Context: an optimization exercise on an open-source flow, tuned for small area. The choices shown serve that exercise and are no tape-out recipe. Where RTL was checked, it was by simulation tests only, not by an equivalence proof against the original. Function not checked in runs 1 and 2: the RTL went through the layout flow alone. No activity file was given, so power comes from the tool's default toggle rates.

==> flow/design.v <==
package pio_pkg;
  typedef union packed {
    struct packed {
      logic [2:0] op;
      logic [4:0] delay;
      logic [2:0] op1;           
      logic [4:0] op2;           
    } gen;
    struct packed {
      logic [2:0] op;
      logic [4:0] delay;
      logic [2:0] dest;
      logic [1:0] mov_op;        
      logic [2:0] mov_src;
    } mov;
  } instr_t;
endpackage
module pio_sm_top (
  input  logic                   clk,
  input  logic                   rst_n,
  input  logic                   en,                
  input  logic [15:0]            instr,
  input  logic [32-1:0] input_pins,
  input  logic [32-1:0] din,               
  input  logic                   empty,
  input  logic                   full,
  input  logic                   jmp_pin,
  input  logic [4:0]             pend,
  input  logic [4:0]             wrap_target,
  input  logic [4:0]             pins_out_base,
  input  logic [5:0]             pins_out_count,
  input  logic [4:0]             pins_set_base,
  input  logic [2:0]             pins_set_count,
  input  logic [4:0]             pins_in_base,
  input  logic                   out_shift_dir,     
  input  logic                   in_shift_dir,      
  input  logic [4:0]             osr_threshold,
  output logic [5-1:0] pc,
  output logic                   push,
  output logic                   pull,
  output logic [32-1:0] dout,              
  output logic [32-1:0] output_pins,
  output logic [32-1:0] pin_directions
);
  logic [31:0] x, y, isr_q, osr_q;
  logic [4:0]  isr_ptr, osr_ptr;
  logic [5:0]  osr_cnt;
  logic [4:0]  dcnt;
  function automatic logic [31:0] therm(input logic [4:0] v);
    logic [31:0] t;
    t[0] = 1'b0;
    for (int k = 0; k < 5; k++) begin
      for (int j = 0; j < (1 << k); j++) begin
        t[j + (1 << k)] = v[k] & t[j];
        t[j]            = v[k] | t[j];
      end
    end
    therm = t;
  endfunction
  function automatic logic [31:0] between(input logic [4:0] a, input logic [4:0] b,
                                          input logic wrap);
    between = therm(a) ^ therm(b) ^ {32{wrap}};
  endfunction
  logic [2:0] op, op1, srcA;
  logic [4:0] op2, dly;
  logic [1:0] mov_op;
  assign op     = instr[15:13];
  assign dly    = instr[12:8];
  assign op1    = instr[7:5];
  assign op2    = instr[4:0];
  assign mov_op = instr[4:3];
  logic is_jmp, is_wait, is_in, is_out, is_pp, is_mov, is_set, is_push, is_pull, is_inmov;
  assign is_jmp   = (op == 3'd0);
  assign is_wait  = (op == 3'd1);
  assign is_in    = (op == 3'd2);
  assign is_out   = (op == 3'd3);
  assign is_pp    = (op == 3'd4);
  assign is_mov   = (op == 3'd5);
  assign is_set   = (op == 3'd7);
  assign is_push  = is_pp && !op1[2];
  assign is_pull  = is_pp && op1[2];
  assign is_inmov = is_in || is_mov;
  assign srcA     = is_mov ? instr[2:0] : op1;
  logic rev, inv;
  assign rev = is_mov && (mov_op == 2'd2);
  assign inv = is_mov && (mov_op == 2'd1);
  logic pins_dest, isr_dest, osr_dest;
  assign pins_dest = ((is_out || is_set) && (op1 == 3'd0 || op1 == 3'd4)) ||
                     (is_mov && op1 == 3'd0);
  assign isr_dest  = (is_out || is_mov) && op1 == 3'd6;
  assign osr_dest  = is_mov && op1 == 3'd7;
  logic        sdir;
  logic [4:0]  sptr, snew;
  logic [5:0]  sptr_sum;
  logic [31:0] swin;
  assign sdir     = is_in ? in_shift_dir : out_shift_dir;
  assign sptr     = is_in ? isr_ptr : osr_ptr;
  assign sptr_sum = sdir ? {1'b0, sptr} + {op2 == 5'd0, op2} : {1'b0, sptr} - {op2 == 5'd0, op2};
  assign snew     = sptr_sum[4:0];
  assign swin     = between(sptr, snew, sptr_sum[5]);
  logic sel_pins, sel_x, sel_y, sel_isr, sel_osr, sel_din, sel_op2;
  logic [31:0] raw;
  assign sel_pins = (is_inmov && srcA == 3'd0) || is_wait;
  assign sel_x    = (is_inmov && srcA == 3'd1) || (is_jmp && (op1 == 3'd2 || op1 == 3'd5)) ||
                    (is_pull && empty);
  assign sel_y    = (is_inmov && srcA == 3'd2) || (is_jmp && op1 == 3'd4);
  assign sel_isr  = (is_inmov && srcA == 3'd6) || is_push;
  assign sel_osr  = (is_inmov && srcA == 3'd7) || is_out;
  assign sel_din  = is_pull && !empty;
  assign sel_op2  = is_set;
  assign raw      = ({32{sel_pins}} & input_pins) | ({32{sel_x}} & x) | ({32{sel_y}} & y) |
                    ({32{sel_isr}} & isr_q) | ({32{sel_osr}} & osr_q & (is_out ? swin : 32'hffffffff)) |
                    ({32{sel_din}} & din) | ({27'd0, {5{sel_op2}} & op2});
  logic [4:0] a_off, b_mag, c_mag, rs_amt;
  logic       b_neg, c_neg, c_en;
  always_comb begin
    if (is_wait)                                     a_off = op1[0] ? pins_in_base : 5'd0;
    else if (is_out)                                 a_off = osr_ptr;
    else if (is_inmov && srcA == 3'd0)          a_off = pins_in_base;
    else if (sel_isr)                                a_off = isr_ptr;
    else if (is_inmov && srcA == 3'd7)           a_off = osr_ptr;
    else                                             a_off = 5'd0;
    if (is_in)                                       b_mag = isr_ptr;
    else if (pins_dest)                              b_mag = is_set ? pins_set_base : pins_out_base;
    else if (isr_dest)                               b_mag = isr_ptr;
    else if (osr_dest || is_pull)                    b_mag = osr_ptr;
    else                                             b_mag = 5'd0;
  end
  assign b_neg  = !rev;
  assign c_en   = is_wait || ((is_in || is_out) && !sdir);
  assign c_neg  = is_out;
  assign c_mag  = c_en ? op2 : 5'd0;
  assign rs_amt = a_off + (b_neg ? ~b_mag : b_mag) + (c_neg ? ~c_mag : c_mag) + {3'd0, b_neg} + {3'd0, c_neg};
  logic [31:0] rs_s0, rs_s1, rs_s2, rs_s3, rs_out, rs_rev;
  assign rs_s0  = rs_amt[0] ? {raw[0],       raw[31:1]}    : raw;
  assign rs_s1  = rs_amt[1] ? {rs_s0[1:0],   rs_s0[31:2]}  : rs_s0;
  assign rs_s2  = rs_amt[2] ? {rs_s1[3:0],   rs_s1[31:4]}  : rs_s1;
  assign rs_s3  = rs_amt[3] ? {rs_s2[7:0],   rs_s2[31:8]}  : rs_s2;
  assign rs_out = rs_amt[4] ? {rs_s3[15:0],  rs_s3[31:16]} : rs_s3;
  always_comb for (int i = 0; i < 32; i++) rs_rev[i] = rev ? rs_out[31-i] : rs_out[i];
  logic        jmp_dec, jmp_xy;
  logic [31:0] zpre, xo_mask, rs_fin;
  assign jmp_dec = is_jmp && (op1 == 3'd2 || op1 == 3'd4);
  assign jmp_xy  = is_jmp && (op1 == 3'd5);
  always_comb begin
    zpre[0] = 1'b1;
    for (int i = 1; i < 32; i++) zpre[i] = zpre[i-1] && !rs_out[i-1];
  end
  assign xo_mask = {32{inv}} | ({32{jmp_dec}} & zpre) | ({32{jmp_xy}} & y);
  assign rs_fin  = rs_rev ^ xo_mask;
  logic waiting, fire, go;
  always_comb begin
    waiting = 1'b0;
    if (is_wait) waiting = !op1[1] && (rs_out[0] != op1[2]);
    else if (is_pp) waiting = op1[0] && (op1[2] ? empty : full);
  end
  assign go   = en && (dcnt == 5'd0);
  assign fire = go && !waiting;
  logic x_zero, y_zero, jmp_take;
  assign x_zero = (x == 32'd0);
  assign y_zero = (y == 32'd0);
  always_comb begin
    case (op1)
      3'd0:    jmp_take = 1'b1;
      3'd1:    jmp_take = x_zero;
      3'd2:    jmp_take = !x_zero;
      3'd3:    jmp_take = y_zero;
      3'd4:    jmp_take = !y_zero;
      3'd5:    jmp_take = (rs_fin != 32'd0);              
      3'd6:    jmp_take = jmp_pin;
      default: jmp_take = (osr_cnt < {1'b0, osr_threshold});
    endcase
  end
  logic wr_x, wr_y, sh_isr, ld_isr, ld_osr, wr_pins, wr_dirs, wr_pc, jmp_pc;
  assign wr_x    = fire && (((is_out || is_mov || is_set) && op1 == 3'd1) ||
                            (is_jmp && op1 == 3'd2 && !x_zero));
  assign wr_y    = fire && (((is_out || is_mov || is_set) && op1 == 3'd2) ||
                            (is_jmp && op1 == 3'd4 && !y_zero));
  assign sh_isr  = is_in && srcA != 3'd4 && srcA != 3'd5;
  assign ld_isr  = isr_dest || is_push;
  assign ld_osr  = is_pull || osr_dest;
  assign wr_pins = fire && pins_dest && op1 == 3'd0;
  assign wr_dirs = fire && pins_dest && op1 == 3'd4;
  assign jmp_pc  = is_jmp && jmp_take;
  assign wr_pc   = fire && (jmp_pc || ((is_out || is_mov) && op1 == 3'd5));
  logic [4:0]  pbase;
  logic [5:0]  pcnt, pend_sum;
  logic [31:0] pwin;
  assign pbase    = is_set ? pins_set_base : pins_out_base;
  assign pcnt     = is_set ? {3'd0, pins_set_count} : pins_out_count;
  assign pend_sum = {1'b0, pbase} + {1'b0, pcnt[4:0]};
  assign pwin     = pcnt[5] ? 32'hffffffff : between(pbase, pend_sum[4:0], pend_sum[5]);
  logic [5:0] osr_sum;
  assign osr_sum = osr_cnt + ((op2 == 5'd0) ? 6'd32 : {1'b0, op2});
  always_ff @(posedge clk or negedge rst_n) begin
    if (!rst_n) begin
      x              <= '0;
      y              <= '0;
      isr_q          <= '0;
      isr_ptr        <= '0;
      osr_q          <= '0;
      osr_ptr        <= '0;
      osr_cnt        <= 6'd32;
      dcnt           <= '0;
      pc             <= '0;
      output_pins    <= '0;
      pin_directions <= '0;
    end else begin
      if (wr_x) x <= rs_fin;
      if (wr_y) y <= rs_fin;
      if (fire) begin
        for (int i = 0; i < 32; i++) begin
          if (ld_isr || (sh_isr && swin[i])) isr_q[i] <= rs_fin[i] && !is_push;
          if (ld_osr || (is_out && swin[i])) osr_q[i] <= rs_fin[i] && ld_osr;
        end
        if (sh_isr) isr_ptr <= snew;
        if (is_out) osr_ptr <= snew;
        if (ld_osr) osr_cnt <= 6'd0;
        else if (is_out) osr_cnt <= (osr_sum > 6'd32 || osr_sum < osr_cnt) ? 6'd32 : osr_sum;
      end
      if (en) begin
        if (dcnt != 5'd0) dcnt <= dcnt - 5'd1;
        else if (fire) dcnt <= dly;
      end
      if (wr_pc) pc <= jmp_pc ? op2 : rs_fin[4:0];
      else if (fire) pc <= (pc == pend) ? wrap_target : pc + 5'd1;
      for (int i = 0; i < 32; i++) begin
        if (wr_pins && pwin[i]) output_pins[i] <= rs_fin[i];
        if (wr_dirs && pwin[i]) pin_directions[i] <= rs_fin[i];
      end
    end
  end
  assign push = go && is_push && !full;
  assign pull = go && is_pull && !empty;
  assign dout = push ? rs_out : 32'd0;
endmodule
==> flow/flow/run.sh <==
#!/bin/bash
# Layout with an area-only technology mapping: the standard synthesis script,
# with ABC's mapping script replaced by flow/area.abc, then the standard
# layout steps from floorplan to finish, with the smallest buffer on the ports
# and a clock tree without dummy loads.
set -euo pipefail
W=$(pwd)
cat > "$W/area_synth.tcl" <<EOT
proc abc {args} {
  set out {}
  set skip 0
  foreach a \$args {
    if {\$skip} { lappend out {$W/flow/area.abc}; set skip 0; continue }
    if {\$a eq "-script"} { set skip 1 }
    lappend out \$a
  }
  yosys abc {*}\$out
}
source {$W/synth_recipe.tcl}
EOT
export BUFFER_PORTS_ARGS="-buffer_cell sky130_fd_sc_hd__buf_1"
export CTS_ARGS="-sink_clustering_enable -repair_clock_nets -buf_list sky130_fd_sc_hd__clkbuf_4 -sink_clustering_size 20 -dont_use_dummy_load"
make -C "$FLOW_HOME" DESIGN_CONFIG="$W/config.mk" WORK_HOME="$W/orfs" CLKGATE_MAP_FILE= \
  SYNTH_SCRIPT="$W/area_synth.tcl" synth > "$W/synth.log" 2>&1
bash "$W/standard.sh" > "$W/layout.log" 2>&1
==> flow/flow/area.abc <==
strash
dch
amap
strash
dch
amap
topo
==> flow/standard.sh <==
#!/bin/bash
# synth_recipe.tcl (not shown) runs the flow's synth.tcl, then flattens the netlist and writes it again
# the make line also repeats each setting of config.mk as NAME=value (left out here)
make -C /OpenROAD-flow-scripts/flow DESIGN_CONFIG=/design/flow/config.mk WORK_HOME=/design/flow/orfs CLKGATE_MAP_FILE= SYNTH_SCRIPT=/design/flow/synth_recipe.tcl "${@:-finish}"
==> flow/config.mk <==
export PLATFORM = sky130hd
export DESIGN_NAME = pio_sm_top
export DESIGN_NICKNAME = pio_sm_top
export VERILOG_FILES = /design/flow/design.v
export SDC_FILE = /design/flow/constraint.sdc
export NUM_CORES = 4
export LEC_CHECK = 0
export ABC_AREA = 1
export CAP_MARGIN = 15
export CORE_MARGIN = 2
export CORE_UTILIZATION = 50
export CTS_BUF_LIST = sky130_fd_sc_hd__clkbuf_4
export CTS_CLUSTER_SIZE = 20
export PLACE_DENSITY = 0.6
export SLEW_MARGIN = 15
==> flow/constraint.sdc <==
create_clock -name core_clock -period 12.0 [get_ports {clk}]
set_input_delay 2.4000 -clock core_clock [delete_from_list [all_inputs] [get_ports {clk}]]
set_output_delay 2.4000 -clock core_clock [all_outputs]
set_load 0.01 [all_outputs]
==> summary.txt, run 1 <==
Routing
  • DR pass1 iterations: 7
  • Via-per-instance ratio: 6.48
  • Residual DRC: 0
  • DRT iter0 DRCs: 2985
  • Total vias in the final route: 21890
  • WL final: 78400 µm
  • Routed WL per cell: 23.2 µm
  • Detail Route Antenna Nets: 0

Worst setup path
  • Worst path most repeated cell: nor2b_4
  • Crit path required time: 12.70 ns
  • Top delay family on crit path: simple AND/OR/NAND/NOR gates
  • CP Class: primary input to register
  • Largest stage delay, worst path: 0.51 ns
  • Largest fanout on the critical path: 7
  • CP max-delay cell: or4b_4
  • CP Launch Type: primary input
  • CP Capture Type: register
  • R2R Setup Slk: 2.07 ns
  • Path depth of the worst reg2reg path: 55
  • RR Endpoint: pc[2]
  • Worst path buffer plus inverter count: 15
  • Worst reg2reg path startpoint: isr_ptr[0]
  • Arr. time, crit path: 12.45 ns

Pwr
  • Static Leak: 9.10 nW
  • Part of the power in registers: 16.8%
  • Maximum vdd ir drop: 0.000149 V
  • Power Internal: 0.00335 W
  • Switching share of total power: 50.7%
  • PwrDens: 302 nW/µm²
  • Sw Pwr: 0.00344 W
  • Logic gate share of total power: 75.5%
  • Clk pwr share: 7.7%

Clock network
  • Clock-pin transition on the worst setup and hold timing paths: 0.07 ns
  • CTS tree: yes
  • CTS root buffer: clkbuf_4
  • CTS max path bufs: 3
  • H-tree levels: 2
  • Hold Buf Count CTS: 0
  • Clock sink total: 218
  • Num CTS Buffers: 59
  • Clk Latency, worst-skew pair: 0.83 ns

Placement
  • PortBufs: 229
  • DP HPWL: 58800 µm
  • Dpl ws: -1.18 ns
  • Placer congestion estimate: 1.09

Timing
  • Setup-failing EPs final: 0
  • Slew @ Worst Pin: 1.15 ns
  • Slew HR: 22.9%
  • Setup TNS: 0 ns
  • Slew Limit Fails: 0
  • Clk_skew: 0.0952 ns
  • Fin crit period: 11.75 ns
  • Final Hold Fails: 0
  • Fmax: 85.1 MHz
  • Final WS setup: 0.247 ns
  • Tcrit/Tclk final: 97.9%

Floorplan
  • Initial Util: 50.9%
  • Io pins: 230
  • Core ar.: 31600 µm²
  • Site Rows: 65
  • Die footprint: 33600 µm²
  • Width of the chip: 183 µm
  • Die Height: 183 µm

Hold path
  • Worst Hold Class: register to register
  • Worst Hold Depth: 1
  • Hold_sp: isr_q[0]
  • WHS Endpoint: isr_q[0]

Synth
  • Synth Net Count: 2393
  • Mapped Cells: 2230
  • Seq/Total Area, Yosys: 33.9%
  • Yosys warns: 1
  • Syn avg cell area: 7.22 µm²
  • Post-synth EDFFs: 0
  • Synth Cell Area: 16100 µm²
  • Unique masters post-synth: 41
  • Ys async rst share: 100%
  • Synth Register Bits: 218
  • Dominant synthesized flop cell: dfrtp_1

Finish
  • Fill count: 2719
  • NumNets Final: 3138
  • Area of the multi-input gates: 10600 µm²
  • Reg area: 5460 µm²
  • Commonest non-fill, non-tap cell in the layout: buf_4
  • Area grow syn2layout: 39.8%
  • Commonest non-fill, non-tap cells in the layout: buf_4, nor2_1, clkinv_1, buf_1
  • Layout cell share with drive strength beyond 1: 23.6%

Global routing
  • Largest net degree at the start of global routing: 72
  • Antenna violations before repair: 1
  • Congestion Overflow GR: 0
  • Total GRT Usage: 45.1%
  • Global-route wire length before repair: 115000 µm
  • Vias in the first global route: 20409

Outcome
  • Status: complete, no violations

Flow run
  • # Max-Cap Violations: 0
==> final cells by class <==
cell class                      count  area share (%)
Multi-Input combinational cell   1750            47.2
Sequential cell                   218            24.3
Timing Repair Buffer              684            19.7
Inverter                          262            4.62
Tap cell                          402            2.24
Clock buffer                       59            1.97
Antenna cell                        2          0.0222
==> layer usage <==
metal  track usage, %  share of wire [%]  up-vias
met3             13.9                 13      359
met2             68.7                 43     1524
met1             57.3                 37    10212
met4             24.5                6.8        0
li1                 -                  -     9795
met5                0                  0        -
==> registers in the layout, indices dropped and copies added, names as in the netlist <==
| signal | count |
|---|---|
| osr_q | 32 |
| isr_ptr | 5 |
| pc | 5 |
| pin_directions | 32 |
| output_pins | 32 |
| y | 32 |
| x | 32 |
| isr_q | 32 |
| dcnt | 5 |
| osr_cnt | 6 |
| osr_ptr | 5 |
==> power groups by stage <==
stage          clock network (W)  logic, W  registers, W
2_1_floorplan                  0   0.00216       0.00113
3_3_place_gp                   0   0.00455       0.00113
3_5_place_dp                   0   0.00461       0.00114
4_1_cts                 0.000522   0.00464       0.00113
5_1_grt                 0.000555   0.00541       0.00116
6_report                0.000520   0.00513       0.00114
==> cells in the mapped netlist, types with 2 or more instances <==
library cell  instances  share of area [%]
nor2_1              469                 11
clkinv_1            262                6.1
a21oi_1             250                7.8
dfrtp_1             217                 34
o22ai_1             213                8.3
o21ai_0             204                6.3
nand2_1             144                3.4
o22a_1               83                4.5
a211oi_1             50                2.3
nand3_1              39                1.2
ha_1                 30                2.3
nor3_1               30               0.93
nor2b_1              24               0.93
a222oi_1             23                1.4
nand4_1              23               0.89
o32ai_1              19                1.0
o221ai_1             15               0.82
a221oi_1             14               0.76
a31oi_1              14               0.54
o211ai_1             13               0.61
a22oi_1              12               0.56
o21a_1               11               0.51
a2111oi_0             9               0.49
nor4_1                9               0.35
or3_1                 8               0.31
fa_1                  6               0.75
o31ai_1               6               0.28
or4_1                 6               0.28
a221o_1               5               0.31
a22o_1                3               0.16
a32oi_1               3               0.16
xor2_1                3               0.16
a311oi_1              2               0.11
and3_1                2              0.078
o21bai_1              2              0.093
or2_0                 2              0.078
==> how the worst max path moves through the flow <==
stage                          from     to  slack, ns  cells past startpoint
after floorplan           instr[13]  pc[3]      -0.36                     57
after CTS                 instr[15]  pc[2]       0.03                     60
final                     instr[15]  pc[2]       0.25                     63
after global routing      instr[15]  pc[2]      -0.18                     63
after global placement    instr[13]  pc[4]      -0.89                     57
after detailed placement  instr[13]  pc[2]      -1.18                     59
==> stage by stage <==
| stage | hold WS [ns] | total power [W] | area [µm²] | cells | util [%] |
|---|---|---|---|---|---|
| 3_5_place_dp | 0.480 | 0.00575 | 21100 | 3296 | 66.5 |
| 3_3_place_gp | 0.473 | 0.00567 | 21100 | 3296 | 66.5 |
| 2_1_floorplan | 0.463 | 0.00329 | 16300 | 2230 | - |
| 4_1_cts | 0.494 | 0.00629 | 21500 | 3355 | 68.1 |
| 6_report | 0.494 | 0.00679 | 22500 | 3377 | 71.1 |
| 5_1_grt | 0.514 | 0.00713 | 22500 | 3376 | 71.1 |
==> kinds of logic after synthesis <==
group	share of synthesized area, %
AO/OA/AOI/OAI	37.3
XOR/XNOR	0.163
adder cells (fa/ha/maj)	3.08
buffers and inverters	6.11
flip-flops	33.9
AND/OR/NAND/NOR	19.4
==> repair_timing <==
| action | in CTS | in global routing |
|---|---|---|
| setup endpoints to repair | 5 | 10 |
| buffers inserted | 0 | 20 |
| pin swaps | 0 | 52 |
| resized for setup | 14 | 199 |
==> inputs of run 2 (changes only) <==
==> flow/flow/run.sh (replaced) <==
#!/bin/bash
# The standard synthesis and layout steps, with the smallest buffer on the ports
# and a clock tree without dummy loads.
set -euo pipefail
W=$(pwd)
export BUFFER_PORTS_ARGS="-buffer_cell sky130_fd_sc_hd__buf_1"
export CTS_ARGS="-sink_clustering_enable -repair_clock_nets -buf_list sky130_fd_sc_hd__clkbuf_4 -sink_clustering_size 20 -dont_use_dummy_load"
make -C "$FLOW_HOME" DESIGN_CONFIG="$W/config.mk" WORK_HOME="$W/orfs" CLKGATE_MAP_FILE= \
  SYNTH_SCRIPT="$W/synth_recipe.tcl" synth > "$W/synth.log" 2>&1
bash "$W/standard.sh" > "$W/layout.log" 2>&1
removed: flow/flow/area.abc
==> run 2 against run 1 <==
  * Sequential share of layout area is 1.6 points higher
  * Sequential power down 6%
  * First-iteration DRC count up 10%
  * Total power decreased by 4.1%
  * Critical path depth decreased by 42
==> summary.txt, run 2 <==
Outcome
  • Status: complete, no violations (unchanged)

Floorplan
  • Die Height: 201 µm (was 183 µm)
  • Site Rows: 72 (was 65)
  • Core ar.: 38600 µm² (was 31600 µm²)
  • Io pins: 230 (unchanged)
  • Width of the chip: 201 µm (was 183 µm)
  • Die footprint: 40500 µm² (was 33600 µm²)
  • Initial Util: 50.5% (was 50.9%)

Finish
  • Fill count: 4071 (was 2719)
  • Area grow syn2layout: 8.32% (was 39.8%)
  • Fin area: 21100 µm² (was 22500 µm²)
  • NumNets Final: 3455 (was 3138)
  • Commonest non-fill, non-tap cell in the layout: nand2_1 (was buf_4)
  • Layout cell share with drive strength beyond 1: 6.53% (was 23.6%)
  • Commonest non-fill, non-tap cells in the layout: nand2_1, nand3_1, nor2_1, inv_1, o21ai_0 (was buf_4, nor2_1, clkinv_1, buf_1)

Synth
  • Top cell type's share of synthesized area: 27.9% (was 33.7%)
  • Yosys warns: 1 (unchanged)
  • Most frequent cells after synthesis: nand2_1, nand3_1, nor2_1, inv_1, o21ai_0 (was nor2_1, clkinv_1, a21oi_1, dfrtp_1, o22ai_1)
  • Area contributors post-synth: dfrtp_1, nand2_1, nand3_1 (was dfrtp_1, nor2_1, o22ai_1)
  • Synth Cell Area: 19500 µm² (was 16100 µm²)
  • Dominant synthesized flop cell: dfrtp_1 (unchanged)
  • Ys async rst share: 100% (unchanged)
  • Unique masters post-synth: 67 (was 41)
  • Most common cell in the synthesized netlist: nand2_1 (was nor2_1)
  • Post-synth top area cell: dfrtp_1 (unchanged)
  • Post-synth EDFFs: 0 (unchanged)
  • Mapped Cells: 3098 (was 2230)
  • Seq/Total Area, Yosys: 28.0% (was 33.9%)
  • Syn avg cell area: 6.28 µm² (was 7.22 µm²)
  • Synth Register Bits: 218 (unchanged)
  • Synth Net Count: 3261 (was 2393)

Global routing
  • M2 GR Usage: 62.4% (was 68.7%)
  • Met1 GRT Util: 59.1% (was 57.3%)
  • Most used routing layer: met2 (unchanged)
  • Congestion Overflow GR: 0 (unchanged)
  • Grt met3 use: 9.31% (was 13.9%)
  • Antenna violations before repair: 4 (was 1)
  • Vias in the first global route: 21845 (was 20409)
  • Total GRT Usage: 42.6% (was 45.1%)
  • Largest net degree at the start of global routing: 68 (was 72)
  • Global-route wire length before repair: 132000 µm (was 115000 µm)

Timing
  • Slew Limit Fails: 0 (unchanged)
  • Slew @ Worst Pin: 1.19 ns (was 1.15 ns)
  • Clk_skew: 0.131 ns (was 0.0952 ns)
  • Slew HR: 20.7% (was 22.9%)
  • RSZ-0062 raised after global routing: false
  • Final Hold Fails: 0 (unchanged)
  • Setup TNS: 0 ns (unchanged)
  • Tcrit/Tclk final: 93.0% (was 97.9%)
  • Setup-failing EPs final: 0 (unchanged)
  • Fin crit period: 11.16 ns (was 11.75 ns)
  • Fmax: 89.6 MHz (was 85.1 MHz)

Clock network
  • Setup Buffers After CTS: 0 (unchanged)
  • Clock sink total: 218 (unchanged)
  • Clk Latency, worst-skew pair: 0.83 ns (about the same)
  • Hold Buf Count CTS: 0 (unchanged)
  • H-tree levels: 2 (unchanged)
  • CTS max path bufs: 3 (unchanged)
  • Num CTS Buffers: 60 (was 59)
  • CTS tree: yes (unchanged)
  • CTS root buffer: clkbuf_4 (unchanged)
  • Post-CTS Resized: 0 (was 14)
  • Clock-pin transition on the worst setup and hold timing paths: 0.07 ns (about the same)

Worst setup path
  • Largest stage delay, worst path: 0.80 ns (was 0.51 ns)
  • CP Launch Type: primary input (unchanged)
  • Worst path most repeated cell: nand3_1 (was nor2b_4)
  • Cell Chain, Critical Path: buf_1, nor2_1, nand2_1, nor2_2, inv_2, nand2_1, inv_2, o221ai_1, a221oi_1, fa_1, fa_1, buf_4, inv_1, nand3_1, nand3_1, nand3_1, and2_1, o21ai_0, inv_1, nor2_1, buf_1
  • Crit path required time: 9.60 ns (was 12.70 ns)
  • Largest fanout on the critical path: 33 (was 7)
  • CP Capture Type: output port (was register)
  • Top delay family on crit path: buffers and inverters (was simple AND/OR/NAND/NOR gates)
  • Worst path buffer plus inverter count: 7 (was 15)
  • CP max-delay cell: inv_1 (was or4b_4)
  • Arr. time, crit path: 8.76 ns (was 12.45 ns)
  • CP Class: primary input to output port (was primary input to register)

Routing
  • Routed WL per cell: 23.0 µm (was 23.2 µm)
  • Residual DRC: 0 (unchanged)
  • Detail Route Antenna Nets: 0 (unchanged)
  • DR pass1 iterations: 9 (was 7)
  • Total vias in the final route: 23521 (was 21890)
  • WL final: 87700 µm (was 78400 µm)
  • DRT iter0 DRCs: 3287 (was 2985)
  • Via-per-instance ratio: 6.17 (was 6.48)

Placement
  • DP HPWL: 67700 µm (was 58800 µm)
  • DP Area: 20600 µm² (was 21100 µm²)
  • Placer congestion estimate: 1.03 (was 1.09)
  • PortBufs: 229 (unchanged)

Pwr
  • Maximum vdd ir drop: 0.000181 V (was 0.000149 V)
  • Static Leak: 10.2 nW (was 9.10 nW)
  • PwrDens: 309 nW/µm² (was 302 nW/µm²)

Flow run
  • # Max-Cap Violations: 0 (unchanged)

Hold path
  • Worst Hold Class: register to register (unchanged)
-- run 2: cell types whose count changed in the layout (fill, tap and decap cells not counted), moves of 116 or more --
cell and change:
inv_1 +299, buf_4 -395, nand2_1 +603, o22ai_1 -188
nand3_1 +481, clkinv_1 -234, nor2_1 -116
-- run 2: final timing paths --
path | end | startpoint | cells after the start | slack [ns]
worst max-delay path | dout[12] | instr[13] | 21 | 0.84
worst min-delay path | isr_q[26] | isr_q[26] | 2 | 0.50
worst max register to register | pc[3] | isr_ptr[4] | 50 | 3.84
worst min register to register | isr_q[26] | isr_q[26] | 2 | 0.50
max in group asynchronous | osr_q[10] | rst_n | 3 | 8.28
min in group asynchronous | pin_directions[31] | rst_n | 1 | 1.64
-- run 2: final cells by class --
type                    instances  area, µm²  area share (%)
multi-input cells            2402      12100            57.2
flip-flops and latches        218       5460            25.9
inverters                     336       1260            5.99
repair buffers                274       1200            5.70
well taps                     518        648            3.07
clock buffers                  60        450            2.14
diodes                          2       5.00          0.0237
-- run 2: report_power, final --
part	switching, W	total, W	leakage, nW	internal (W)
sequential	0.000155	0.00107	2.78	0.000920
combinational	0.00371	0.00491	7.14	0.00120
clock	0.000308	0.000532	0.276	0.000224
total	0.00417	0.00652	10.2	0.00234
-- run 2: metal layers --
metal	wire length, µm	up-vias
li1	-	10701
met1	35600	10939
met2	36200	1587
met3	10400	292
met4	5400	2
met5	16	-
-- run 2: worst reg2reg max path: cells and delay by family (launching register included) --
kind	cells	cell delay, ns
adders and majority gates	1	0.40
and+or+nand+nor	41	5.79
DFF	1	0.38
buffers and inverters	4	0.92
AOI/OAI and AO/OA	4	0.59
-- run 2: stage by stage --
step | cells | setup slack, ns | utilization [%] | hold slack [ns] | total power (W)
after floorplan | 3098 | 2.25 | - | 0.452 | 0.00399
after global placement | 3748 | 0.721 | 53.5 | 0.470 | 0.00564
after detailed placement | 3748 | 0.636 | 53.5 | 0.475 | 0.00570
after CTS | 3808 | 1.13 | 54.7 | 0.491 | 0.00624
after global routing | 3809 | 0.183 | 54.7 | 0.516 | 0.00685
final | 3810 | 0.842 | 54.7 | 0.495 | 0.00652
-- run 2: logic make-up after synthesis --
family / synth area share, %
adder cells (fa/ha/maj): 2.55
XOR/XNOR: 3.64
AO/OA/AOI/OAI: 16.5
flip-flops: 28.0
buffers and inverters: 10.2
AND/OR/NAND/NOR: 38.9
multiplexers: 0.174
==> inputs of run 3 (changes only) <==
--- a/flow/design.v
+++ b/flow/design.v
@@ -63,2 +63,14 @@
   endfunction
+  function automatic logic [4:0] add5(input logic [4:0] p, input logic [4:0] q, input logic ci);
+    logic [4:0] g, t, c;
+    g = p & q;
+    t = p ^ q;
+    c[0] = ci;
+    c[1] = g[0] | (t[0] & ci);
+    c[2] = g[1] | (t[1] & g[0]) | (t[1] & t[0] & ci);
+    c[3] = g[2] | (t[2] & g[1]) | (t[2] & t[1] & g[0]) | (t[2] & t[1] & t[0] & ci);
+    c[4] = g[3] | (t[3] & g[2]) | (t[3] & t[2] & g[1]) | (t[3] & t[2] & t[1] & g[0]) |
+           (t[3] & t[2] & t[1] & t[0] & ci);
+    add5 = t ^ c;
+  endfunction
   logic [2:0] op, op1, srcA;
@@ -97,3 +109,3 @@
   assign sptr     = is_in ? isr_ptr : osr_ptr;
-  assign sptr_sum = sdir ? {1'b0, sptr} + {op2 == 5'd0, op2} : {1'b0, sptr} - {op2 == 5'd0, op2};
+  assign sptr_sum = {1'b0, sptr} + ({op2 == 5'd0, op2} ^ {6{!sdir}}) + {5'd0, !sdir};
   assign snew     = sptr_sum[4:0];
@@ -103,3 +115,3 @@
   assign sel_pins = (is_inmov && srcA == 3'd0) || is_wait;
-  assign sel_x    = (is_inmov && srcA == 3'd1) || (is_jmp && (op1 == 3'd2 || op1 == 3'd5)) ||
+  assign sel_x    = (is_inmov && srcA == 3'd1) || (is_jmp && op1 == 3'd2) ||
                     (is_pull && empty);
@@ -113,17 +125,13 @@
                     ({32{sel_din}} & din) | ({27'd0, {5{sel_op2}} & op2});
-  logic [4:0] a_off, b_mag, c_mag, rs_amt;
+  logic       a_ib, a_pi, a_po, b_pi, b_ob, b_sb;
+  logic [4:0] a_off, b_mag, b_x, c_x, cs_s, cs_c, rs_amt;
   logic       b_neg, c_neg, c_en;
-  always_comb begin
-    if (is_wait)                                     a_off = op1[0] ? pins_in_base : 5'd0;
-    else if (is_out)                                 a_off = osr_ptr;
-    else if (is_inmov && srcA == 3'd0)          a_off = pins_in_base;
-    else if (sel_isr)                                a_off = isr_ptr;
-    else if (is_inmov && srcA == 3'd7)           a_off = osr_ptr;
-    else                                             a_off = 5'd0;
-    if (is_in)                                       b_mag = isr_ptr;
-    else if (pins_dest)                              b_mag = is_set ? pins_set_base : pins_out_base;
-    else if (isr_dest)                               b_mag = isr_ptr;
-    else if (osr_dest || is_pull)                    b_mag = osr_ptr;
-    else                                             b_mag = 5'd0;
-  end
+  assign a_ib   = (is_wait && op1[0]) || (is_inmov && srcA == 3'd0);
+  assign a_pi   = is_push || (is_inmov && srcA == 3'd6);
+  assign a_po   = is_out || (is_inmov && srcA == 3'd7);
+  assign b_pi   = is_in;
+  assign b_ob   = pins_dest && !is_set;
+  assign b_sb   = pins_dest && is_set;
+  assign a_off  = ({5{a_ib}} & pins_in_base) | ({5{a_pi}} & isr_ptr) | ({5{a_po}} & osr_ptr);
+  assign b_mag  = ({5{b_pi}} & isr_ptr) | ({5{b_ob}} & pins_out_base) | ({5{b_sb}} & pins_set_base);
   assign b_neg  = !rev;
@@ -131,4 +139,7 @@
   assign c_neg  = is_out;
-  assign c_mag  = c_en ? op2 : 5'd0;
-  assign rs_amt = a_off + (b_neg ? ~b_mag : b_mag) + (c_neg ? ~c_mag : c_mag) + {3'd0, b_neg} + {3'd0, c_neg};
+  assign b_x    = b_mag ^ {5{b_neg}};
+  assign c_x    = ({5{c_en}} & op2) ^ {5{c_neg}};
+  assign cs_s   = a_off ^ b_x ^ c_x;
+  assign cs_c   = (a_off & b_x) | (a_off & c_x) | (b_x & c_x);
+  assign rs_amt = add5(cs_s, {cs_c[3:0], b_neg}, c_neg);
   logic [31:0] rs_s0, rs_s1, rs_s2, rs_s3, rs_out, rs_rev;
@@ -140,11 +151,10 @@
   always_comb for (int i = 0; i < 32; i++) rs_rev[i] = rev ? rs_out[31-i] : rs_out[i];
-  logic        jmp_dec, jmp_xy;
+  logic        jmp_dec;
   logic [31:0] zpre, xo_mask, rs_fin;
   assign jmp_dec = is_jmp && (op1 == 3'd2 || op1 == 3'd4);
-  assign jmp_xy  = is_jmp && (op1 == 3'd5);
   always_comb begin
     zpre[0] = 1'b1;
-    for (int i = 1; i < 32; i++) zpre[i] = zpre[i-1] && !rs_out[i-1];
-  end
-  assign xo_mask = {32{inv}} | ({32{jmp_dec}} & zpre) | ({32{jmp_xy}} & y);
+    for (int i = 1; i < 32; i++) zpre[i] = zpre[i-1] && !raw[i-1];    
+  end
+  assign xo_mask = {32{inv}} | ({32{jmp_dec}} & zpre);
   assign rs_fin  = rs_rev ^ xo_mask;
@@ -168,3 +178,3 @@
       3'd4:    jmp_take = !y_zero;
-      3'd5:    jmp_take = (rs_fin != 32'd0);              
+      3'd5:    jmp_take = (x != y);
       3'd6:    jmp_take = jmp_pin;
@@ -192,4 +202,4 @@
   assign pwin     = pcnt[5] ? 32'hffffffff : between(pbase, pend_sum[4:0], pend_sum[5]);
-  logic [5:0] osr_sum;
-  assign osr_sum = osr_cnt + ((op2 == 5'd0) ? 6'd32 : {1'b0, op2});
+  logic [6:0] osr_sum;
+  assign osr_sum = {1'b0, osr_cnt} + {1'b0, op2 == 5'd0, op2};
   always_ff @(posedge clk or negedge rst_n) begin
@@ -215,6 +225,8 @@
         end
-        if (sh_isr) isr_ptr <= snew;
-        if (is_out) osr_ptr <= snew;
+        if (ld_isr) isr_ptr <= 5'd0;
+        else if (sh_isr) isr_ptr <= snew;
+        if (ld_osr) osr_ptr <= 5'd0;
+        else if (is_out) osr_ptr <= snew;
         if (ld_osr) osr_cnt <= 6'd0;
-        else if (is_out) osr_cnt <= (osr_sum > 6'd32 || osr_sum < osr_cnt) ? 6'd32 : osr_sum;
+        else if (is_out) osr_cnt <= (osr_sum > 7'd32) ? 6'd32 : osr_sum[5:0];
       end
==> flow/flow/run.sh (replaced) <==
#!/bin/bash
# Layout with an area-only technology mapping: the standard synthesis script,
# with ABC's mapping script replaced by flow/area.abc, then the standard
# layout steps from floorplan to finish, with the smallest buffer on the ports
# and a clock tree without dummy loads.
set -euo pipefail
W=$(pwd)
cat > "$W/area_synth.tcl" <<EOT
proc abc {args} {
  set out {}
  set skip 0
  foreach a \$args {
    if {\$skip} { lappend out {$W/flow/area.abc}; set skip 0; continue }
    if {\$a eq "-script"} { set skip 1 }
    lappend out \$a
  }
  yosys abc {*}\$out
}
source {$W/synth_recipe.tcl}
EOT
export BUFFER_PORTS_ARGS="-buffer_cell sky130_fd_sc_hd__buf_1"
export CTS_ARGS="-sink_clustering_enable -repair_clock_nets -buf_list sky130_fd_sc_hd__clkbuf_4 -sink_clustering_size 20 -dont_use_dummy_load"
make -C "$FLOW_HOME" DESIGN_CONFIG="$W/config.mk" WORK_HOME="$W/orfs" CLKGATE_MAP_FILE= \
  SYNTH_SCRIPT="$W/area_synth.tcl" synth > "$W/synth.log" 2>&1
bash "$W/standard.sh" > "$W/layout.log" 2>&1
==> flow/flow/area.abc (new file) <==
strash
dch
amap
strash
dch
amap
topo
buffer -c
upsize -c
dnsize -c
--- a/flow/config.mk
+++ b/flow/config.mk
@@ -13,2 +13,3 @@
 export CTS_CLUSTER_SIZE = 20
+export GPL_TIMING_DRIVEN = 0
 export PLACE_DENSITY = 0.6
==> run 3 against run 2 <==
  * Still clean
  * Global-route usage shrank 1.8 points
  * Via count shrank 14%
  * Worst hold slack lost 0.0095 ns
  * Critical endpoint is now dout[31]
==> summary.txt, run 3 <==
Global routing
  • Total GRT Usage: 40.8% (was 42.6%)
  • Most used routing layer: met2 (unchanged)
  • Global-route wire length before repair: 110000 µm (was 132000 µm)
  • Vias in the first global route: 18541 (was 21845)
  • Met1 GRT Util: 56.6% (was 59.1%)
  • Grt met3 use: 9.98% (was 9.31%)
  • M2 GR Usage: 61.0% (was 62.4%)
  • Congestion Overflow GR: 0 (unchanged)
  • Largest net degree at the start of global routing: 36 (was 68)
  • Antenna violations before repair: 4 (unchanged)

Synth
  • Syn avg cell area: 7.23 µm² (was 6.28 µm²)
  • Area contributors post-synth: dfrtp_1, nor2_1, o22ai_1 (was dfrtp_1, nand2_1, nand3_1)
  • Synth Net Count: 2507 (was 3261)
  • Unique masters post-synth: 72 (was 67)
  • Post-Synth Adder-Cell Area: 2.67% (was 2.55%)
  • Dominant synthesized flop cell: dfrtp_1 (unchanged)
  • Post-synthesis compound-gate area fraction: 38.2% (was 16.5%)
  • Synth Cell Area: 17000 µm² (was 19500 µm²)
  • Yosys warns: 1 (unchanged)
  • Top cell type's share of synthesized area: 32.0% (was 27.9%)
  • Simple-gate share of the synthesized area: 17.4% (was 38.9%)
  • Ys async rst share: 100% (unchanged)
  • Main combinational cell family by area after synthesis: compound AO/OA/AOI/OAI gates (was simple AND/OR/NAND/NOR gates)
  • Seq/Total Area, Yosys: 32.1% (was 28.0%)
  • Post-synthesis xor/xnor area fraction: 0.103% (was 3.64%)
  • Mapped Cells: 2348 (was 3098)
  • Synth Register Bits: 218 (unchanged)
  • Most frequent cells after synthesis: nor2_1, inv_1, a21oi_1, dfrtp_1, o22ai_1 (was nand2_1, nand3_1, nor2_1, inv_1, o21ai_0)
  • Mux share of post-synthesis cell area: 0% (was 0.174%)
  • Post-synth EDFFs: 0 (unchanged)
  • Most common cell in the synthesized netlist: nor2_1 (was nand2_1)
  • Post-synth top area cell: dfrtp_1 (unchanged)

Routing
  • WL final: 74500 µm (was 87700 µm)
  • Total vias in the final route: 20167 (was 23521)
  • Routed WL per cell: 24.0 µm (was 23.0 µm)
  • DR pass1 iterations: 7 (was 9)
  • Residual DRC: 0 (unchanged)
  • DRT iter0 DRCs: 3077 (was 3287)
  • Detail Route Antenna Nets: 0 (unchanged)
  • Via-per-instance ratio: 6.50 (was 6.17)

Clock network
  • Clock-pin transition on the worst setup and hold timing paths: 0.06 ns (was 0.07 ns)
  • CTS root buffer: clkbuf_4 (unchanged)
  • H-tree levels: 3 (was 2)
  • Num CTS Buffers: 66 (was 60)
  • Clk Latency, worst-skew pair: 0.74 ns (was 0.83 ns)
  • Clock sink total: 218 (unchanged)
  • CTS tree: yes (unchanged)
  • CTS max path bufs: 3 (unchanged)

Worst setup path
  • CP Class: primary input to output port (unchanged)
  • Worst path most repeated cell: clkbuf_1 (was nand3_1)
  • Worst path buffer plus inverter count: 9 (was 7)
  • Worst reg2reg path startpoint: osr_ptr[4] (was isr_ptr[4])
  • R2R Setup Slk: 2.61 ns (was 3.84 ns)
  • Arr. time, crit path: 9.29 ns (was 8.76 ns)
  • Largest stage delay, worst path: 0.73 ns (was 0.80 ns)
  • RR Endpoint: osr_cnt[3] (was pc[3])
  • Cell Chain, Critical Path: buf_1, nand2_1, nor2_1, buf_4, clkbuf_1, clkbuf_1, buf_2, o21ai_0, fa_1, fa_1, inv_1, clkbuf_1, clkbuf_1, o22ai_1, o22a_1, o22a_1, o22a_1, o22ai_1, nor2_1, buf_1 (was buf_1, nor2_1, nand2_1, nor2_2, inv_2, nand2_1, inv_2, o221ai_1, a221oi_1, fa_1, fa_1, buf_4, inv_1, nand3_1, nand3_1, nand3_1, and2_1, o21ai_0, inv_1, nor2_1, buf_1)
  • Path depth of the worst reg2reg path: 26 (was 50)
  • Largest fanout on the critical path: 10 (was 33)
  • CP Capture Type: output port (unchanged)
  • CP Launch Type: primary input (unchanged)
  • CP max-delay cell: fa_1 (was inv_1)
  • Crit path required time: 9.60 ns (about the same)
  • Top delay family on crit path: buffers and inverters (unchanged)

Finish
  • Area of the multi-input gates: 9980 µm² (was 12100 µm²)
  • Fin area: 19200 µm² (was 21100 µm²)
  • Reg area: 5460 µm² (unchanged)
  • Layout cell share with drive strength beyond 1: 7.16% (was 6.53%)
  • Commonest non-fill, non-tap cells in the layout: nor2_1, inv_1, a21oi_1, buf_1, dfrtp_1 (was nand2_1, nand3_1, nor2_1, inv_1, o21ai_0)
  • Area grow syn2layout: 12.8% (was 8.32%)
  • NumNets Final: 2814 (was 3455)
  • Fill count: 3307 (was 4071)
  • Commonest non-fill, non-tap cell in the layout: nor2_1 (was nand2_1)
  • Finished Core Util: 57.1% (was 54.7%)

Hold path
  • Worst Hold Class: register to register (unchanged)
  • WHS Endpoint: isr_q[22] (was isr_q[26])
  • Hold_sp: isr_q[22] (was isr_q[26])
  • Worst Hold Depth: 2 (unchanged)

Outcome
  • Status: complete, no violations (unchanged)

Placement
  • DP HPWL: 59800 µm (was 67700 µm)
  • PortBufs: 228 (was 229)
  • Dpl ws: -0.552 ns (was 0.636 ns)
  • DP Area: 18600 µm² (was 20600 µm²)
  • Placer congestion estimate: 1.03 (about the same)

Pwr
  • Static Leak: 8.47 nW (was 10.2 nW)
  • Clk pwr share: 9.4% (was 8.2%)
  • PwrDens: 307 nW/µm² (was 309 nW/µm²)
  • Part of the power in registers: 19.5% (was 16.5%)
  • Sw Pwr: 0.00341 W (was 0.00417 W)
  • Power Internal: 0.00246 W (was 0.00234 W)
  • Switching share of total power: 58.1% (was 64.1%)
  • Logic gate share of total power: 71.1% (was 75.3%)
  • Maximum vdd ir drop: 0.000295 V (was 0.000181 V)

Floorplan
  • Io pins: 230 (unchanged)
  • Die Height: 188 µm (was 201 µm)
  • Site Rows: 67 (was 72)
  • Core ar.: 33500 µm² (was 38600 µm²)
  • Die footprint: 35500 µm² (was 40500 µm²)
  • Width of the chip: 188 µm (was 201 µm)
  • Initial Util: 50.7% (was 50.5%)

Timing
  • Fin crit period: 11.69 ns (was 11.16 ns)
  • RSZ-0062 raised after global routing: false (unchanged)
  • Fmax: 85.5 MHz (was 89.6 MHz)
  • Final WS setup: 0.308 ns (was 0.842 ns)
  • Tcrit/Tclk final: 97.4% (was 93.0%)
  • Slew HR: 25.6% (was 20.7%)
  • Clk_skew: 0.113 ns (was 0.131 ns)
  • Final Hold Fails: 0 (unchanged)
  • Slew @ Worst Pin: 1.09 ns (was 1.19 ns)
  • Setup TNS: 0 ns (unchanged)
  • Slew Limit Fails: 0 (unchanged)
  • Setup-failing EPs final: 0 (unchanged)

Flow run
  • # Max-Cap Violations: 0 (unchanged)
-- run 3: cell types whose count changed after synthesis, moves of 52 or more --
cell and change:
o22ai_1 +189, o21ai_0 -116, a21oi_1 +80, nand3_1 -506
o22a_1 +98, nor2_1 +163, nand2_1 -593, xor2_1 -52
-- run 3: how the worst max path moves through the flow --
stage	startpoint	end	cells after the start	slack, ns
2_1_floorplan	instr[13]	dout[31]	19	2.17
3_3_place_gp	rst_n	output_pins[23]	1	-2.51
3_5_place_dp	instr[15]	osr_cnt[3]	31	-0.55
4_1_cts	instr[14]	dout[0]	26	0.25
5_1_grt	instr[15]	dout[0]	24	0.05
6_report	instr[14]	dout[31]	20	0.31
-- run 3: layout make-up --
class | count | share of cell area [%]
Antenna cell | 2 | 0.0261
Multi-Input combinational cell | 1724 | 52.1
Inverter | 277 | 5.45
Timing Repair Buffer | 239 | 5.43
Tap cell | 448 | 2.93
Sequential cell | 218 | 28.5
Clock buffer | 66 | 2.59
Buffer | 129 | 2.99
-- run 3: cell families (layout without fill, tap and decap cells) --
family | after synthesis | count (layout)
AOI/OAI and AO/OA | 962 | 962
DFF | 218 | 218
other | 0 | 2
adders and majority gates | 32 | 32
xor gates and xnor gates | 2 | 2
buffers and inverters | 406 | 711
and+or+nand+nor | 728 | 728
-- run 3: per-layer routing --
metal  vias to the layer above  part of all wire, %
li1                       9121                    -
met1                      9359                   40
met2                      1459                   42
met3                       226                   13
met4                         2                  4.4
met5                         -                0.024
-- run 3: power groups by stage --
| stage | sequential (W) | clock [W] | combinational, W |
|---|---|---|---|
| after floorplan | 0.00113 | 0 | 0.00260 |
| after global placement | 0.00114 | 0 | 0.00390 |
| after detailed placement | 0.00115 | 0 | 0.00396 |
| after CTS | 0.00114 | 0.000554 | 0.00398 |
| after global routing | 0.00117 | 0.000592 | 0.00439 |
| final | 0.00115 | 0.000553 | 0.00417 |
-- run 3: repair_timing --
item | CTS | global route
hold buffers | 0 | 0
setup endpoints to repair | 32 | 30
resized for setup | 3 | 10
gates cloned | 0 | 0
setup buffers | 0 | 0
-- run 3: tightest hold or removal path, stage by stage, from the launching register on --
cell and delay, ns:
dfrtp_1 0.34, nand2_1 0.05, o31ai_1 0.06
-- run 3: stage by stage --
step	hold slack (ns)	std cells	total power, W
4_1_cts	0.485	3101	0.00567
3_3_place_gp	0.458	3024	0.00504
6_report	0.486	3103	0.00587
2_1_floorplan	0.444	2348	0.00373
3_5_place_dp	0.472	3035	0.00511
5_1_grt	0.514	3103	0.00615
==> inputs of run 4 (changes only) <==
--- a/flow/design.v
+++ b/flow/design.v
@@ -46,3 +46,3 @@
   logic [4:0]  isr_ptr, osr_ptr;
-  logic [5:0]  osr_cnt;
+  logic [4:0]  osr_rem;
   logic [4:0]  dcnt;
@@ -115,5 +115,5 @@
   assign sel_pins = (is_inmov && srcA == 3'd0) || is_wait;
-  assign sel_x    = (is_inmov && srcA == 3'd1) || (is_jmp && op1 == 3'd2) ||
+  assign sel_x    = (is_inmov && srcA == 3'd1) || (is_jmp && (op1 == 3'd1 || op1 == 3'd2)) ||
                     (is_pull && empty);
-  assign sel_y    = (is_inmov && srcA == 3'd2) || (is_jmp && op1 == 3'd4);
+  assign sel_y    = (is_inmov && srcA == 3'd2) || (is_jmp && (op1 == 3'd3 || op1 == 3'd4));
   assign sel_isr  = (is_inmov && srcA == 3'd6) || is_push;
@@ -168,5 +168,6 @@
   assign fire = go && !waiting;
-  logic x_zero, y_zero, jmp_take;
-  assign x_zero = (x == 32'd0);
-  assign y_zero = (y == 32'd0);
+  logic [5:0] osr_rem_thr;
+  assign osr_rem_thr = {1'b0, osr_rem} + {1'b0, osr_threshold};
+  logic src_zero, jmp_take;
+  assign src_zero = zpre[31] && !raw[31];
   always_comb begin
@@ -174,9 +175,9 @@
       3'd0:    jmp_take = 1'b1;
-      3'd1:    jmp_take = x_zero;
-      3'd2:    jmp_take = !x_zero;
-      3'd3:    jmp_take = y_zero;
-      3'd4:    jmp_take = !y_zero;
+      3'd1:    jmp_take = src_zero;
+      3'd2:    jmp_take = !src_zero;
+      3'd3:    jmp_take = src_zero;
+      3'd4:    jmp_take = !src_zero;
       3'd5:    jmp_take = (x != y);
       3'd6:    jmp_take = jmp_pin;
-      default: jmp_take = (osr_cnt < {1'b0, osr_threshold});
+      default: jmp_take = osr_rem_thr[5];                 
     endcase
@@ -185,5 +186,5 @@
   assign wr_x    = fire && (((is_out || is_mov || is_set) && op1 == 3'd1) ||
-                            (is_jmp && op1 == 3'd2 && !x_zero));
+                            (is_jmp && op1 == 3'd2 && !src_zero));
   assign wr_y    = fire && (((is_out || is_mov || is_set) && op1 == 3'd2) ||
-                            (is_jmp && op1 == 3'd4 && !y_zero));
+                            (is_jmp && op1 == 3'd4 && !src_zero));
   assign sh_isr  = is_in && srcA != 3'd4 && srcA != 3'd5;
@@ -202,4 +203,4 @@
   assign pwin     = pcnt[5] ? 32'hffffffff : between(pbase, pend_sum[4:0], pend_sum[5]);
-  logic [6:0] osr_sum;
-  assign osr_sum = {1'b0, osr_cnt} + {1'b0, op2 == 5'd0, op2};
+  logic [5:0] osr_rem_sub;
+  assign osr_rem_sub = {1'b0, osr_rem} - {op2 == 5'd0, op2};
   always_ff @(posedge clk or negedge rst_n) begin
@@ -212,3 +213,3 @@
       osr_ptr        <= '0;
-      osr_cnt        <= 6'd32;
+      osr_rem        <= 5'd0;
       dcnt           <= '0;
@@ -229,4 +230,4 @@
         else if (is_out) osr_ptr <= snew;
-        if (ld_osr) osr_cnt <= 6'd0;
-        else if (is_out) osr_cnt <= (osr_sum > 7'd32) ? 6'd32 : osr_sum[5:0];
+        if (ld_osr) osr_rem <= 5'd31;
+        else if (is_out) osr_rem <= osr_rem_sub[5] ? 5'd0 : osr_rem_sub[4:0];
       end
==> flow/flow/area.abc (replaced) <==
strash
&get -n
&st
&syn2
&synch2
&put
amap
strash
dch
amap
topo
buffer -c
upsize -c
dnsize -c
==> run 4 against run 3 <==
  * Global-route usage grew 6.7 points
  * Wire length grew 10%
  * Critical endpoint is now dout[17]
  * Synthesized cell count shrank 2.2%
  * Clock-buffer cell count shrank 5
==> summary.txt, run 4 <==
Global routing
  • Antenna violations before repair: 5 (was 4)
  • Congestion Overflow GR: 0 (unchanged)
  • Vias in the first global route: 19030 (was 18541)
  • Largest net degree at the start of global routing: 36 (unchanged)
  • Total GRT Usage: 47.5% (was 40.8%)
  • Global-route wire length before repair: 119000 µm (was 110000 µm)

Clock network
  • CTS root buffer: clkbuf_4 (unchanged)
  • CTS max path bufs: 3 (unchanged)
  • H-tree levels: 2 (was 3)
  • CTS tree: yes (unchanged)
  • Clock sink total: 217 (was 218)
  • Clk Latency, worst-skew pair: 0.86 ns (was 0.74 ns)
  • Clock-pin transition on the worst setup and hold timing paths: 0.06 ns (about the same)
  • Num CTS Buffers: 61 (was 66)
  • Setup Buffers After CTS: 0 (unchanged)

Timing
  • Fmax: 85.1 MHz (was 85.5 MHz)
  • Slew @ Worst Pin: 1.31 ns (was 1.09 ns)
  • WHS: 0.512 ns (was 0.486 ns)
  • RSZ-0062 raised after global routing: false (unchanged)
  • Tcrit/Tclk final: 97.9% (was 97.4%)
  • Final Hold Fails: 0 (unchanged)
  • Setup-failing EPs final: 0 (unchanged)
  • Clk_skew: 0.107 ns (was 0.113 ns)
  • Slew Limit Fails: 0 (unchanged)
  • Fin crit period: 11.75 ns (was 11.69 ns)
  • Slew HR: 12.7% (was 25.6%)
  • Final WS setup: 0.253 ns (was 0.308 ns)

Worst setup path
  • RR Endpoint: x[8] (was osr_cnt[3])
  • Arr. time, crit path: 9.35 ns (was 9.29 ns)
  • Crit path required time: 9.60 ns (about the same)
  • Worst reg2reg path startpoint: isr_ptr[3] (was osr_ptr[4])
  • CP Capture Type: output port (unchanged)
  • R2R Setup Slk: 4.19 ns (was 2.61 ns)
  • Largest fanout on the critical path: 10 (unchanged)
  • Path depth of the worst reg2reg path: 26 (unchanged)
  • CP Class: primary input to output port (unchanged)
  • CP Launch Type: primary input (unchanged)

Synth
  • Syn avg cell area: 7.17 µm² (was 7.23 µm²)
  • Ys async rst share: 100% (unchanged)
  • Yosys warns: 1 (unchanged)
  • Mapped Cells: 2297 (was 2348)
  • Synth Net Count: 2455 (was 2507)
  • Post-synthesis xor/xnor area fraction: 0.266% (was 0.103%)
  • Unique masters post-synth: 68 (was 72)
  • Post-synth top area cell: dfrtp_1 (unchanged)
  • Most common cell in the synthesized netlist: nor2_1 (unchanged)
  • Mux share of post-synthesis cell area: 0% (unchanged)
  • Simple-gate share of the synthesized area: 16.8% (was 17.4%)
  • Dominant synthesized flop cell: dfrtp_1 (unchanged)
  • Seq/Total Area, Yosys: 33.0% (was 32.1%)
  • Main combinational cell family by area after synthesis: compound AO/OA/AOI/OAI gates (unchanged)
  • Post-Synth Adder-Cell Area: 2.67% (about the same)
  • Most frequent cells after synthesis: nor2_1, o22ai_1, inv_1, dfrtp_1, a21oi_1 (was nor2_1, inv_1, a21oi_1, dfrtp_1, o22ai_1)
  • Post-synthesis compound-gate area fraction: 37.8% (was 38.2%)
  • Top cell type's share of synthesized area: 33.0% (was 32.0%)
  • Synth Cell Area: 16500 µm² (was 17000 µm²)
  • Area contributors post-synth: dfrtp_1, o22ai_1, nor2_1 (was dfrtp_1, nor2_1, o22ai_1)
  • Synth Register Bits: 217 (was 218)
  • Post-synth EDFFs: 0 (unchanged)

Flow run
  • # Max-Cap Violations: 0 (unchanged)

Routing
  • Total vias in the final route: 20455 (was 20167)
  • DRT iter0 DRCs: 3235 (was 3077)
  • Routed WL per cell: 26.9 µm (was 24.0 µm)
  • Detail Route Antenna Nets: 0 (unchanged)
  • WL final: 82100 µm (was 74500 µm)
  • Via-per-instance ratio: 6.72 (was 6.50)
  • DR pass1 iterations: 9 (was 7)
  • Residual DRC: 0 (unchanged)

Hold path
  • Worst Hold Depth: 1 (was 2)
  • Hold_sp: isr_q[14] (was isr_q[22])
  • Worst Hold Class: register to register (unchanged)
  • WHS Endpoint: isr_q[14] (was isr_q[22])

Finish
  • NumNets Final: 2758 (was 2814)
  • Area grow syn2layout: 13.3% (was 12.8%)
  • Finished Core Util: 57.5% (was 57.1%)
  • Layout cell share with drive strength beyond 1: 7.51% (was 7.16%)
  • Fin area: 18700 µm² (was 19200 µm²)
  • Post-Layout Cell Count: 3046 (was 3103)
  • Commonest non-fill, non-tap cell in the layout: nor2_1 (unchanged)
  • Commonest non-fill, non-tap cells in the layout: nor2_1, o22ai_1, inv_1, buf_1, dfrtp_1 (was nor2_1, inv_1, a21oi_1, buf_1, dfrtp_1)

Placement
  • Placed Instances: 2979 (was 3035)
  • DP Area: 18100 µm² (was 18600 µm²)
  • Placer congestion estimate: 1.18 (was 1.03)
  • DP HPWL: 63800 µm (was 59800 µm)
  • Dpl ws: 0.0616 ns (was -0.552 ns)
  • PortBufs: 227 (was 228)

Floorplan
  • Site Rows: 66 (was 67)
  • Io pins: 230 (unchanged)
  • Width of the chip: 186 µm (was 188 µm)
  • Initial Util: 50.8% (was 50.7%)
  • Die Height: 186 µm (was 188 µm)
  • Core ar.: 32500 µm² (was 33500 µm²)
  • Die footprint: 34400 µm² (was 35500 µm²)

Pwr
  • Maximum vdd ir drop: 0.000182 V (was 0.000295 V)
  • Static Leak: 8.12 nW (was 8.47 nW)
  • PwrDens: 358 nW/µm² (was 307 nW/µm²)

Outcome
  • Status: complete, no violations (unchanged)
-- run 4: cell types whose count changed in the layout (fill, tap and decap cells not counted), sizes merged, moves of 10 or more --
cell and change:
o22a -90, o22ai +136, o21ai +22, nand2 -22
inv -15, nand4 -10, a21oi -27, nor2 -22
a211oi -10, o31ai -11
-- run 4: critical path, stage by stage --
cell and delay, ns:
buf_1 0.36, inv_1 0.18, nor2_1 0.31, inv_1 0.18, o22ai_1 0.33, or2_2 0.20
o21ai_1 0.22, clkbuf_2 0.37, a222oi_1 0.66, fa_1 0.58, fa_1 0.47, a21oi_2 0.39
inv_1 0.22, clkbuf_1 0.27, clkbuf_1 0.27, o22ai_1 0.33, o22ai_1 0.20, o22ai_2 0.46
o22ai_1 0.18, o22ai_1 0.49, nor2_1 0.11, buf_1 0.15
-- run 4: routing by layer --
layer / global-route usage (%) / up-vias / routed length [µm]
met1: 54.2 / 9379 / 28000
met2: 72.3 / 1632 / 35000
met5: 0 / - / 31
met3: 17.7 / 490 / 11100
met4: 36.3 / 4 / 7890
li1: - / 8950 / -
-- run 4: final cells by class --
cell class / count / area, µm²
multi-input cells: 1688 / 9580
inverters: 262 / 983
plain buffers: 130 / 578
clock buffers: 61 / 458
repair buffers: 240 / 1070
diodes: 6 / 15.0
fillers: 3113 / 13800
well taps: 442 / 553
flip-flops and latches: 217 / 5430
-- run 4: report_power, final --
part	leakage [nW]	internal, W	total [W]	switching [W]
logic	5.36	0.00128	0.00497	0.00369
clock network	0.281	0.000228	0.000540	0.000312
registers	2.48	0.000988	0.00116	0.000173
-- run 4: worst max path at each step --
stage              start               to  slack, ns
6_report       instr[13]         dout[17]       0.25
5_1_grt        instr[13]         dout[17]       0.12
4_1_cts        instr[13]         dout[17]       0.04
3_5_place_dp   instr[13]         dout[17]       0.06
3_3_place_gp       rst_n  output_pins[12]      -2.23
2_1_floorplan  instr[14]         dout[18]       2.51
-- run 4: stage by stage --
stage / TNS, ns / total power (W)
2_1_floorplan: 0 / 0.00389
3_3_place_gp: -478.00 / 0.00560
3_5_place_dp: 0 / 0.00568
4_1_cts: 0 / 0.00623
5_1_grt: 0 / 0.00690
6_report: 0 / 0.00667
-- run 4: logic make-up after synthesis --
| family | Yosys count |
|---|---|
| xor gates and xnor gates | 5 |
| AOI/OAI and AO/OA | 970 |
| buffers and inverters | 392 |
| adders and majority gates | 31 |
| DFF | 217 |
| and+or+nand+nor | 682 |
-- run 4: timing repair --
action                     4_1_cts  5_1_grt
setup endpoints to repair        0       26
hold buffers                     0        0
resized for setup                0       14
==> inputs of run 5 (changes only) <==
--- a/flow/flow/run.sh
+++ b/flow/flow/run.sh
@@ -2,5 +2,6 @@
 # Layout with an area-only technology mapping: the standard synthesis script,
-# with ABC's mapping script replaced by flow/area.abc, then the standard
-# layout steps from floorplan to finish, with the smallest buffer on the ports
-# and a clock tree without dummy loads.
+# with ABC's mapping script replaced by flow/area.abc and the adders left to ABC
+# (no full-adder cells, no Kogge-Stone carry map), then the standard layout
+# steps from floorplan to finish, with the smallest buffer on the ports and a
+# clock tree without dummy loads.
 set -euo pipefail
@@ -23,3 +24,3 @@
 make -C "$FLOW_HOME" DESIGN_CONFIG="$W/config.mk" WORK_HOME="$W/orfs" CLKGATE_MAP_FILE= \
-  SYNTH_SCRIPT="$W/area_synth.tcl" synth > "$W/synth.log" 2>&1
+  SYNTH_SCRIPT="$W/area_synth.tcl" ADDER_MAP_FILE= SYNTH_OPERATIONS_ARGS="-top pio_sm_top" synth > "$W/synth.log" 2>&1
 bash "$W/standard.sh" > "$W/layout.log" 2>&1
==> run 5 against run 4 <==
  * Still clean
  * Combinational power is 21% lower
  * Worst hold slack lost 0.033 ns
  * Worst setup slack better by 0.20 ns
  * Clock skew fell by 0.040 ns
  * Utilization shrank 0.46 points
==> summary.txt, run 5 <==
Synth
  • Most common cell in the synthesized netlist: nor2_1 (unchanged)
  • Synth Net Count: 2380 (was 2455)
  • Mapped Cells: 2253 (was 2297)
  • Most frequent cells after synthesis: nor2_1, o22ai_1, inv_1, dfrtp_1, a21oi_1 (unchanged)
  • Synth Cell Area: 16100 µm² (was 16500 µm²)
  • Area contributors post-synth: dfrtp_1, o22ai_1, nor2_1 (unchanged)
  • Top cell type's share of synthesized area: 33.7% (was 33.0%)
  • Ys async rst share: 100% (unchanged)
  • Synth Register Bits: 217 (unchanged)

Timing
  • RSZ-0062 raised after global routing: false (unchanged)
  • Setup-failing EPs final: 0 (unchanged)
  • Clk_skew: 0.0667 ns (was 0.107 ns)
  • Final Hold Fails: 0 (unchanged)
  • Fin crit period: 11.54 ns (was 11.75 ns)
  • Slew HR: 7.08% (was 12.7%)
  • Final WS setup: 0.457 ns (was 0.253 ns)
  • WHS: 0.480 ns (was 0.512 ns)
  • Slew Limit Fails: 0 (unchanged)
  • Slew @ Worst Pin: 1.38 ns (was 1.31 ns)
  • Fmax: 86.6 MHz (was 85.1 MHz)

Finish
  • NumNets Final: 2676 (was 2758)
  • Reg area: 5430 µm² (unchanged)
  • Commonest non-fill, non-tap cell in the layout: nor2_1 (unchanged)
  • Fill count: 3105 (was 3113)
  • Area grow syn2layout: 12.2% (was 13.3%)
  • Commonest non-fill, non-tap cells in the layout: nor2_1, o22ai_1, buf_1, inv_1, dfrtp_1 (was nor2_1, o22ai_1, inv_1, buf_1, dfrtp_1)
  • Area of the multi-input gates: 9220 µm² (was 9580 µm²)
  • Fin area: 18000 µm² (was 18700 µm²)
  • Layout cell share with drive strength beyond 1: 6.32% (was 7.51%)

Global routing
  • Vias in the first global route: 18353 (was 19030)
  • Congestion Overflow GR: 0 (unchanged)
  • Total GRT Usage: 44.0% (was 47.5%)
  • Largest net degree at the start of global routing: 37 (was 36)
  • Antenna violations before repair: 2 (was 5)

Pwr
  • Pwr Total: 0.00565 W (was 0.00667 W)
  • Static Leak: 7.68 nW (was 8.12 nW)
  • Switching share of total power: 59.6% (was 62.6%)
  • Part of the power in registers: 21.4% (was 17.4%)
  • Maximum vdd ir drop: 0.000190 V (was 0.000182 V)
  • Sw Pwr: 0.00337 W (was 0.00418 W)
  • Logic gate share of total power: 69.4% (was 74.5%)

Floorplan
  • Die Height: 183 µm (was 186 µm)
  • Io pins: 230 (unchanged)
  • Core ar.: 31600 µm² (was 32500 µm²)
  • Die footprint: 33600 µm² (was 34400 µm²)
  • Site Rows: 65 (was 66)

Routing
  • DR pass1 iterations: 10 (was 9)
  • Total vias in the final route: 20012 (was 20455)
  • WL final: 75500 µm (was 82100 µm)
  • Residual DRC: 0 (unchanged)
  • Via-per-instance ratio: 6.78 (was 6.72)

Worst setup path
  • CP Class: primary input to output port (unchanged)
  • CP Capture Type: output port (unchanged)
  • Worst path most repeated cell: o22ai_1 (unchanged)
  • Crit path required time: 9.60 ns (about the same)
  • CP max-delay cell: a31oi_1 (was a222oi_1)
  • Arr. time, crit path: 9.14 ns (was 9.35 ns)
  • CP Launch Type: primary input (unchanged)
  • Largest stage delay, worst path: 0.68 ns (was 0.66 ns)
  • Worst setup startpoint: instr[15] (was instr[13])

Clock network
  • Clock-pin transition on the worst setup and hold timing paths: 0.05 ns (was 0.06 ns)
  • CTS max path bufs: 3 (unchanged)
  • Clock sink total: 217 (unchanged)
  • CTS root buffer: clkbuf_4 (unchanged)
  • Num CTS Buffers: 59 (was 61)

Flow run
  • # Max-Cap Violations: 0 (unchanged)

Placement
  • Placer congestion estimate: 1.07 (was 1.18)
  • DP HPWL: 59700 µm (was 63800 µm)
  • DP Area: 17600 µm² (was 18100 µm²)
  • PortBufs: 228 (was 227)

Outcome
  • Status: complete, no violations (unchanged)
run 5: kinds of logic after synthesis:
group | share of synthesized area, %
compound gates | 39.1
simple gates | 17.8
buf+inv | 9.03
flops | 33.7
xor+xnor | 0.327
run 5: worst register-to-register path: cells and delay by family, from the launching register on:
kind / cells / cell delay (ns)
DFF: 1 / 0.34
AOI/OAI and AO/OA: 16 / 4.41
and+or+nand+nor: 6 / 1.42
xor gates and xnor gates: 1 / 0.39
buffers and inverters: 5 / 1.28
run 5: power by group through the flow:
stage                     Clock, W  Combinational, W  Sequential (W)
after floorplan                  0           0.00235         0.00118
final                     0.000517           0.00392         0.00121
after global placement           0           0.00365         0.00119
after global routing      0.000550           0.00410         0.00123
after CTS                 0.000517           0.00370         0.00120
after detailed placement         0           0.00369         0.00120
run 5: final cells by class:
type | count | share of cell area [%]
tap | 402 | 2.79
multi-input combinational | 1658 | 51.1
timing repair buffer | 235 | 5.53
inverter | 247 | 5.14
clock buffer | 59 | 2.45
sequential | 217 | 30.1
antenna | 3 | 0.0416
buffer | 131 | 2.91
run 5: per-stage QoR:
stage | util [%] | instances | TNS, ns
after floorplan | - | 2253 | 0
after global placement | 55.2 | 2883 | -465.98
after detailed placement | 55.6 | 2890 | 0
after CTS | 57.0 | 2949 | 0
after global routing | 57.0 | 2952 | 0
final | 57.0 | 2952 | 0
run 5: final timing paths:
check / endpoint / slack [ns] / depth (start not counted)
max: dout[31] / 0.46 / 28
min: isr_q[10] / 0.48 / 2
max reg2reg: osr_q[4] / 4.07 / 28
min reg2reg: isr_q[10] / 0.48 / 2
max in group asynchronous: output_pins[11] / 9.40 / 5
min in group asynchronous: osr_ptr[1] / 1.45 / 1
run 5: timing repair:
item / 4_1_cts / 5_1_grt
buffers inserted: 0 / 0
setup endpoints to repair: 0 / 1
hold buffers: 0 / 0
gates resized for setup: 0 / 1
run 5: routing by layer:
metal | part of all wire, % | wire [µm] | GRT usage (%)
met5 | 0 | 0 | 0
met3 | 12 | 9070 | 11.6
met1 | 37 | 27700 | 54.5
met4 | 8.9 | 6700 | 32.8
met2 | 42 | 31900 | 65.8

Re-timed with assumed drivers on the ports (clkbuf_16 on the clock, buf_2 on other inputs), run 5 has 0.415 ns of setup slack against 0.457 ns with ideal ports, and 0.415 ns once port delays also move by the mid clock arrival of 0.832 ns.
